What follows belongs to an exercise in optimizing a design on an open flow for small area; a production flow would make more cautious choices. RTL that was checked went through simulation tests only; none was proved equivalent to the original. Power figures rest on the tool's default switching activity, not on a simulated workload.

==> inputs of 04-28 <==
==> flow/design.v <==
module sd_spi_ctrl (
    input  logic                      clk,
    input  logic                      rst_n,
    input  logic [512-1:0] write_data,
    input  logic                      write_data_ready,
    output logic [512-1:0] read_data,
    output logic                      read_ready,
    output logic                      ready,
    output logic                      error,
    output logic                      spi_clk,
    output logic                      spi_cs_n,
    output logic                      spi_mosi,
    input  logic                      spi_miso
);
    localparam logic [3:0] st_powerup  = 4'b0000;
    localparam logic [3:0] st_r7_tail  = 4'b0001;
    localparam logic [3:0] st_rd_token = 4'b0010;
    localparam logic [3:0] st_rd_data  = 4'b0011;
    localparam logic [3:0] st_wr_data  = 4'b0100;
    localparam logic [3:0] st_wr_resp  = 4'b0101;
    localparam logic [3:0] st_wr_busy  = 4'b0110;
    localparam logic [3:0] st_error    = 4'b0111;
    localparam logic [3:0] st_cmd0     = 4'b1000;
    localparam logic [3:0] st_cmd8     = 4'b1001;
    localparam logic [3:0] st_cmd55    = 4'b1010;
    localparam logic [3:0] st_acmd41   = 4'b1011;
    localparam logic [3:0] st_cmd16    = 4'b1100;
    localparam logic [3:0] st_rd_cmd   = 4'b1101;
    localparam logic [3:0] st_wr_cmd   = 4'b1110;
    localparam logic [3:0] st_wr_wait  = 4'b1111;
    logic [3:0]   state;
    logic [3:0]   state_nx;
    logic [2:0]   div;
    logic         busy;
    logic [3:0]   half_cnt;
    logic [9:0]   cnt;
    logic [7:0]   rx;
    logic         rx_zero;
    logic         rx_one;
    logic         sample;
    logic [25:0]  addr;
    logic         carry;
    logic         rot_state;
    logic         rot_inc;
    logic         rot_step;
    logic         v2;
    logic [512-1:0] blk;
    logic         is_cmd;
    logic         div_last;
    logic         byte_end;
    logic         in_frame;
    logic         fast;
    logic         decide;
    logic         advance;
    logic         rx_ff;
    logic         rx_00;
    logic         rx_01;
    logic         wr_token;
    logic         cap;
    logic         shift;
    logic         hold;
    logic [47:0]  frame;
    logic [7:0]   tx_byte;
    logic         tx_bit;
    assign is_cmd   = state == st_cmd0  || state == st_cmd8  || state == st_cmd55 ||
                      state == st_acmd41 || state == st_cmd16 || state == st_rd_cmd ||
                      state == st_wr_cmd;
    assign ready    = (state == st_wr_wait);
    assign error    = (state == st_error);
    assign spi_cs_n = (state == st_powerup) || error;
    assign spi_clk  = busy && half_cnt[0];
    assign read_ready = ready && cnt[6];
    assign read_data = blk;
    assign div_last = (div == 3'd4);
    assign wr_token = (cnt[6:0] == '0);
    assign byte_end = busy && div_last && (half_cnt == 4'hF);
    assign decide   = !busy && (div == 3'd1);
    assign rx       = blk[7:0];
    assign rx_ff    = !rx_zero;
    assign rx_00    = !rx_one;
    assign rx_01    = (rx == 8'h01);
    assign in_frame = (cnt[9:3] == '0) && !(cnt[2] && cnt[1]);
    assign fast     = is_cmd && (in_frame || (rx_ff && !(&{cnt[9:5], cnt[3:2], cnt[0]})));
    always_ff @(posedge clk or negedge rst_n) begin
        if (!rst_n) begin
            div      <= 3'd2;
            busy     <= 1'b0;
            half_cnt <= '0;
        end else begin
            if (div_last) begin
                div  <= (byte_end && fast) ? 3'd3 : 3'd0;
                busy <= !byte_end;
            end else if (!(ready || error)) begin
                div <= div + 1'b1;
            end
            if (busy && div_last) begin
                half_cnt <= half_cnt + 1'b1;
            end
        end
    end
    assign sample = busy && div_last && !half_cnt[0];
    always_ff @(posedge clk) begin
        if (sample) begin
            rx_zero <= (half_cnt != 4'd0 && rx_zero) || !spi_miso;
            rx_one  <= (half_cnt != 4'd0 && rx_one) || spi_miso;
        end
    end
    always_comb begin
        case (state)
            st_cmd0:   frame = {2'b01, 6'd0,  32'd0,               8'h95};
            st_cmd8:   frame = {2'b01, 6'd8,  32'h0000_01AA,       8'h87};
            st_cmd55:  frame = {2'b01, 6'd55, 32'd0,               8'h01};
            st_acmd41: frame = {2'b01, 6'd41, 1'b0, v2, 30'd0,     8'h01};
            st_cmd16:  frame = {2'b01, 6'd16, 32'd64, 8'h01};
            st_rd_cmd: frame = {2'b01, 6'd17, addr, 6'd0,          8'h01};
            default:   frame = {2'b01, 6'd24, addr, 6'd0,          8'h01};
        endcase
        case (cnt[2:0])
            3'd0:    tx_byte = frame[47:40];
            3'd1:    tx_byte = frame[39:32];
            3'd2:    tx_byte = frame[31:24];
            3'd3:    tx_byte = frame[23:16];
            3'd4:    tx_byte = frame[15:8];
            default: tx_byte = frame[7:0];
        endcase
        if (is_cmd) begin
            tx_bit = !in_frame || tx_byte[~half_cnt[3:1]];
        end else if (state == st_wr_data) begin
            tx_bit = wr_token ? (half_cnt[3:1] != 3'd7) : blk[512-1];
        end else begin
            tx_bit = 1'b1;
        end
    end
    assign spi_mosi = !busy || tx_bit;
    always_comb begin
        state_nx = state;
        case (state)
            st_powerup:  if (cnt[6] && cnt[3:0] == 4'hF) state_nx = st_cmd0;
            st_cmd0:     state_nx = rx_01 ? st_cmd8 : st_error;
            st_cmd8:     state_nx = rx_01 ? st_r7_tail : st_error;
            st_r7_tail:  if (cnt[1:0] == 2'd3) state_nx = st_cmd55;
            st_cmd55:    state_nx = (rx[7:1] == '0) ? st_acmd41 : st_error;
            st_acmd41: begin
                if (rx_00) begin
                    state_nx = st_cmd16;
                end else if (rx_01 && !(&{addr[10:6], addr[4]})) begin
                    state_nx = st_cmd55;
                end else begin
                    state_nx = st_error;
                end
            end
            st_cmd16:    state_nx = rx_00 ? st_rd_cmd : st_error;
            st_rd_cmd:   state_nx = rx_00 ? st_rd_token : st_error;
            st_wr_cmd:   state_nx = rx_00 ? st_wr_data : st_error;
            st_rd_token: begin
                if (rx == 8'hFE) state_nx = st_rd_data;
                else if (&cnt) state_nx = st_error;
            end
            st_rd_data:  if (&cnt[5:0]) state_nx = st_wr_wait;
            st_wr_data:  if (cnt[6]) state_nx = st_wr_resp;
            st_wr_resp: begin
                if (!rx_ff) begin
                    state_nx = (rx[4:0] == 5'h05) ? st_wr_busy : st_error;
                end else if (cnt[9:5] == 5'h1F && cnt[2:0] == 3'h7) begin
                    state_nx = st_error;
                end
            end
            st_wr_busy:  if (rx_ff) state_nx = st_rd_cmd;
            default:     state_nx = st_error;
        endcase
    end
    assign advance = (state_nx != state);
    always_ff @(posedge clk or negedge rst_n) begin
        if (!rst_n) begin
            state      <= st_powerup;
            cnt        <= '0;
        end else begin
            if (ready && write_data_ready) begin
                state <= st_wr_cmd;
            end else if (decide) begin
                state <= state_nx;
            end
            if ((decide && advance && state != st_rd_data) || ready) begin
                cnt <= '0;
            end else if (decide || (byte_end && is_cmd)) begin
                cnt <= cnt + 1'b1;
            end
        end
    end
    always_ff @(posedge clk) begin
        if (decide) begin
            if (state == st_r7_tail) begin
                v2 <= cnt[0] ? (v2 && rx == 8'hAA) : rx_01;
            end
        end
    end
    assign rot_state = state == st_powerup || state == st_cmd16 ||
                       state == st_acmd41 || state == st_wr_data;
    assign rot_inc   = state == st_acmd41 || state == st_wr_data;
    assign rot_step  = rot_state && busy && div_last && half_cnt[0] &&
                       cnt[9:2] == '0 && (cnt[1:0] != 2'd3 || half_cnt[3:2] == 2'd0);
    always_ff @(posedge clk) begin
        if (rot_step) begin
            addr  <= {rot_inc && (addr[0] ^ carry), addr[25:1]};
            carry <= addr[0] && carry;
        end else if (!rot_state) begin
            carry <= 1'b1;
        end
    end
    assign cap   = ready && write_data_ready;
    assign shift = (sample && state != st_wr_cmd && state != st_wr_data) ||
                   (busy && div_last && half_cnt[0] && state == st_wr_data && !wr_token);
    assign hold  = !cap && !shift;
    always_ff @(posedge clk) begin
        blk <= ({512{cap}}   & write_data) |
               ({512{shift}} & {blk[512-2:0], spi_miso}) |
               ({512{hold}}  & blk);
    end
endmodule
==> flow/flow/run.sh <==
#!/bin/bash
# Standard synthesis and floorplan, then an area-oriented re-mapping of the
# combinational logic (restructure.tcl), then the rest of the standard layout
# with buf_1 port buffers, pins placed one track apart, a clock tree of larger
# sink clusters without dummy loads.
set -euo pipefail
export BUFFER_PORTS_ARGS="-buffer_cell sky130_fd_sc_hd__buf_1"
export PLACE_PINS_ARGS="-min_distance 1 -min_distance_in_tracks"
export CTS_ARGS="-sink_clustering_enable -repair_clock_nets -dont_use_dummy_load -buf_list {sky130_fd_sc_hd__clkbuf_8 sky130_fd_sc_hd__clkbuf_16} -sink_clustering_size 28 -sink_clustering_max_diameter 100"
WORK_HOME=$(grep -o 'WORK_HOME=[^ ]*' standard.sh | head -1 | cut -d= -f2 | tr -d "'")
export RESULTS=$WORK_HOME/results/sky130hd/sd_spi_ctrl/base
bash standard.sh synth > synth_flow.log 2>&1
bash standard.sh "$RESULTS/2_1_floorplan.odb" > floorplan_flow.log 2>&1
mkdir -p rmp_work
python3 flow/filter_lib.py "$FLOW_HOME/platforms/sky130hd/lib/sky130_fd_sc_hd__tt_025C_1v80.lib" rmp_work/rmp.lib \
  sky130_fd_sc_hd__probe_p_8 sky130_fd_sc_hd__probec_p_8 "sky130_fd_sc_hd__lpflow_*" > filter_lib.log 2>&1
openroad -no_init -exit flow/restructure.tcl > restructure.log 2>&1
bash standard.sh > standard_flow.log 2>&1
==> flow/flow/filter_lib.py <==
#!/usr/bin/env python3
"""Copy a liberty file without the cells whose names match the given patterns.

usage: filter_lib.py IN.lib OUT.lib PATTERN...
"""
import fnmatch
import re
import sys

src, dst, pats = sys.argv[1], sys.argv[2], sys.argv[3:]
text = open(src).read()
out = []
pos = 0
dropped = 0
for m in re.finditer(r'\n\s*cell\s*\(\s*"?([\w]+)"?\s*\)\s*\{', text):
    if m.start() < pos:
        continue
    name = m.group(1)
    if not any(fnmatch.fnmatch(name, p) for p in pats):
        continue
    # Find the matching closing brace of this cell group
    depth = 0
    i = m.end() - 1
    while True:
        c = text[i]
        if c == '{':
            depth += 1
        elif c == '}':
            depth -= 1
            if depth == 0:
                break
        i += 1
    out.append(text[pos:m.start()])
    pos = i + 1
    dropped += 1
out.append(text[pos:])
open(dst, 'w').write(''.join(out))
print("filter_lib.py: dropped %d cells" % dropped)
==> flow/flow/restructure.tcl <==
# Area-oriented re-mapping of the combinational logic of the floorplanned
# netlist, written back in place. ABC maps to rmp_work/rmp.lib, the platform's
# liberty without its don't-use cells (filter_lib.py). Registers are left as they are. If the
# re-mapped netlist uses a don't-use cell or changes the registers, the
# floorplan is kept unchanged.
set P $::env(FLOW_HOME)/platforms/sky130hd
set R $::env(RESULTS)
set dont_use {sky130_fd_sc_hd__probe_p_8 sky130_fd_sc_hd__probec_p_8 sky130_fd_sc_hd__lpflow_*}
read_liberty $P/lib/sky130_fd_sc_hd__tt_025C_1v80.lib
read_db $R/2_1_floorplan.odb
read_sdc $R/2_1_floorplan.sdc
source $P/setRC.tcl
set_dont_use $dont_use

proc registers {} {
  set regs {}
  foreach inst [[ord::get_db_block] getInsts] {
    set m [[$inst getMaster] getName]
    if {[string match "*__df*" $m] || [string match "*__edf*" $m] || [string match "*__sdf*" $m]} {
      lappend regs "[$inst getName] $m"
    }
  }
  return [lsort $regs]
}

set before [registers]
report_design_area
file mkdir rmp_work
restructure -target area -liberty_file rmp_work/rmp.lib \
  -tielo_port sky130_fd_sc_hd__conb_1/LO -tiehi_port sky130_fd_sc_hd__conb_1/HI \
  -work_dir rmp_work
report_design_area

set ok 1
if {[registers] ne $before} {
  puts "restructure.tcl: registers changed, keeping the floorplan as it was"
  set ok 0
}
foreach inst [[ord::get_db_block] getInsts] {
  set m [[$inst getMaster] getName]
  foreach pat $dont_use {
    if {[string match $pat $m]} {
      puts "restructure.tcl: don't-use cell $m, keeping the floorplan as it was"
      set ok 0
    }
  }
}
if {$ok} {
  write_db $R/2_1_floorplan.odb
  puts "restructure.tcl: floorplan re-mapped"
}
==> flow/standard.sh <==
#!/bin/bash
# synth_recipe.tcl (not shown) runs the flow's synth.tcl, then flattens the netlist and writes it again
# the make line also repeats each setting of config.mk as NAME=value (left out here)
make -C /OpenROAD-flow-scripts/flow DESIGN_CONFIG=/design/flow/config.mk WORK_HOME=/design/flow/orfs CLKGATE_MAP_FILE= SYNTH_SCRIPT=/design/flow/synth_recipe.tcl "${@:-finish}"
==> flow/config.mk <==
export PLATFORM = sky130hd
export DESIGN_NAME = sd_spi_ctrl
export DESIGN_NICKNAME = sd_spi_ctrl
export VERILOG_FILES = /design/flow/design.v
export SDC_FILE = /design/flow/constraint.sdc
export NUM_CORES = 4
export LEC_CHECK = 0
export CAP_MARGIN = 10
export CORE_AREA = 5 5 225 225
export DIE_AREA = 0 0 230 230
export SLEW_MARGIN = 10
==> flow/constraint.sdc <==
create_clock -name core_clock -period 5.0 [get_ports {clk}]
set_input_delay 1.0000 -clock core_clock [delete_from_list [all_inputs] [get_ports {clk}]]
set_output_delay 1.0000 -clock core_clock [all_outputs]
set_load 0.01 [all_outputs]
==> 02-16 (differences from 04-28) <==
--- a/flow/design.v
+++ b/flow/design.v
@@ -82,3 +82,3 @@
     assign in_frame = (cnt[9:3] == '0) && !(cnt[2] && cnt[1]);
-    assign fast     = is_cmd && (in_frame || (rx_ff && !(&{cnt[9:5], cnt[3:2], cnt[0]})));
+    assign fast     = is_cmd && (in_frame || (rx_ff && cnt != 10'd1005));
     always_ff @(posedge clk or negedge rst_n) begin
--- a/flow/flow/run.sh
+++ b/flow/flow/run.sh
@@ -4,3 +4,3 @@
 # with buf_1 port buffers, pins placed one track apart, a clock tree of larger
-# sink clusters without dummy loads.
+# sink clusters without dummy loads, and power recovery after global routing.
 set -euo pipefail
@@ -9,2 +9,3 @@
 export CTS_ARGS="-sink_clustering_enable -repair_clock_nets -dont_use_dummy_load -buf_list {sky130_fd_sc_hd__clkbuf_8 sky130_fd_sc_hd__clkbuf_16} -sink_clustering_size 28 -sink_clustering_max_diameter 100"
+export RECOVER_POWER=100
 WORK_HOME=$(grep -o 'WORK_HOME=[^ ]*' standard.sh | head -1 | cut -d= -f2 | tr -d "'")
- CAP_MARGIN: 10 -> 20
- SLEW_MARGIN: 10 -> 20
==> 05-26 (differences from 04-28) <==
--- a/flow/design.v
+++ b/flow/design.v
@@ -37,5 +37,2 @@
     logic [7:0]   rx;
-    logic         rx_zero;
-    logic         rx_one;
-    logic         sample;
     logic [25:0]  addr;
@@ -77,8 +74,7 @@
     assign decide   = !busy && (div == 3'd1);
-    assign rx       = blk[7:0];
-    assign rx_ff    = !rx_zero;
-    assign rx_00    = !rx_one;
+    assign rx_ff    = (rx == 8'hFF);
+    assign rx_00    = (rx == 8'h00);
     assign rx_01    = (rx == 8'h01);
     assign in_frame = (cnt[9:3] == '0) && !(cnt[2] && cnt[1]);
-    assign fast     = is_cmd && (in_frame || (rx_ff && !(&{cnt[9:5], cnt[3:2], cnt[0]})));
+    assign fast     = is_cmd && (in_frame || (rx_ff && cnt != 10'd1005));
     always_ff @(posedge clk or negedge rst_n) begin
@@ -100,7 +96,5 @@
     end
-    assign sample = busy && div_last && !half_cnt[0];
-    always_ff @(posedge clk) begin
-        if (sample) begin
-            rx_zero <= (half_cnt != 4'd0 && rx_zero) || !spi_miso;
-            rx_one  <= (half_cnt != 4'd0 && rx_one) || spi_miso;
+    always_ff @(posedge clk) begin
+        if (busy && div_last && !half_cnt[0]) begin
+            rx <= {rx[6:0], spi_miso};
         end
@@ -210,4 +204,5 @@
     assign cap   = ready && write_data_ready;
-    assign shift = (sample && state != st_wr_cmd && state != st_wr_data) ||
-                   (busy && div_last && half_cnt[0] && state == st_wr_data && !wr_token);
+    assign shift = busy && div_last &&
+                   ((state == st_rd_data && !half_cnt[0]) ||
+                    (state == st_wr_data && half_cnt[0] && !wr_token));
     assign hold  = !cap && !shift;
==> flow/flow/run.sh (replaced) <==
#!/bin/bash
# Standard layout, with buf_1 port buffers, pins placed one track apart and a
# clock tree of larger sink clusters without dummy loads.
set -euo pipefail
export BUFFER_PORTS_ARGS="-buffer_cell sky130_fd_sc_hd__buf_1"
export PLACE_PINS_ARGS="-min_distance 1 -min_distance_in_tracks"
export CTS_ARGS="-sink_clustering_enable -repair_clock_nets -dont_use_dummy_load -buf_list {sky130_fd_sc_hd__clkbuf_8 sky130_fd_sc_hd__clkbuf_16} -sink_clustering_size 24 -sink_clustering_max_diameter 80"
bash standard.sh > standard_flow.log 2>&1
- CAP_MARGIN: 10 -> 20
- SLEW_MARGIN: 10 -> 20
removed: flow/flow/filter_lib.py
removed: flow/flow/restructure.tcl
==> notes.md <==
metric	05-26	04-28	02-16
Multi-input gate area	9430 um2	6390 um2	6430 um2
Signal arrival time at the worst endpoint	3.24 ns	3.31 ns	5.03 ns
Mapped Avg Cell Area	8.59 um2	9.43 um2	8.62 um2
Sequential share of cell area	0.435	0.452	0.452
Multi-input gates	1801	718	738
Capture point of the worst path	spi_mosi	spi_mosi	blk[351]
Vias/cell	5.64	6.28	6.20
Total of flip-flops plus latches after synthesis	570	564	564
Wire length of the first global-routing pass	134000 um	141000 um	139000 um
Worst r2r path cells	7	10	15
Clock-cell share of area	0.0321	0.0232	0.0232
Sum of routed wire length over all layers	92200 um	99400 um	97500 um
Clk sink count	570	564	564
Crit Reg-Reg Endpoint	blk[320]	blk[231]	blk[351]
Net switching power of the design	1.57 mW	1.49 mW	1.47 mW
Most used standard cell by instance count after synthesis	nand2_1	inv_1	nand2_1
Part of the total power dissipated in combinational logic	0.022	0.024	0.024
Post-synthesis to final-layout area growth	23.4%	6.39%	16.4%
Global routing met3 resource utilization	0.143	0.176	0.175
Count of maximum capacitance violations	0	0	2
Outcome	complete, no violations	complete, no violations	finished with violations
Reasons for failing layout checks	-	-	capacitance limit, slew limit
For 05-26, only the layout was checked, not whether the RTL still works.

## what the ideal ports hide
The flow's constraints put no driver on any port. The routed layouts listed below were extracted and timed again, unchanged, in two steps.
Step 1 (the two cells are an assumption about what drives the block):
set clk [get_ports {clk}]
set_driving_cell -lib_cell sky130_fd_sc_hd__clkbuf_16 $clk
set_driving_cell -lib_cell sky130_fd_sc_hd__buf_2 [delete_from_list [all_inputs] $clk]
Step 2 also shifts input and output timing later by t, the mid clock arrival at the registers, as if the neighbouring blocks saw the same clock.
a / b / c = ideal / step 1 / step 2; a / b = the first two.
run	t, ns	setup slack, ns	worst setup path at the end	clock arrival spread, ns	worst data-port slew with drivers (ns)
04-28	0.632	0.690 / 0.630 / 1.192	register to register	0.060 / 0.060	0.18
02-16	0.631	0.500 / 0.500 / 0.500	register to register	0.049 / 0.049	0.22
05-26	0.599	0.764 / 0.704 / 1.303	register to output	0.066 / 0.066	0.19
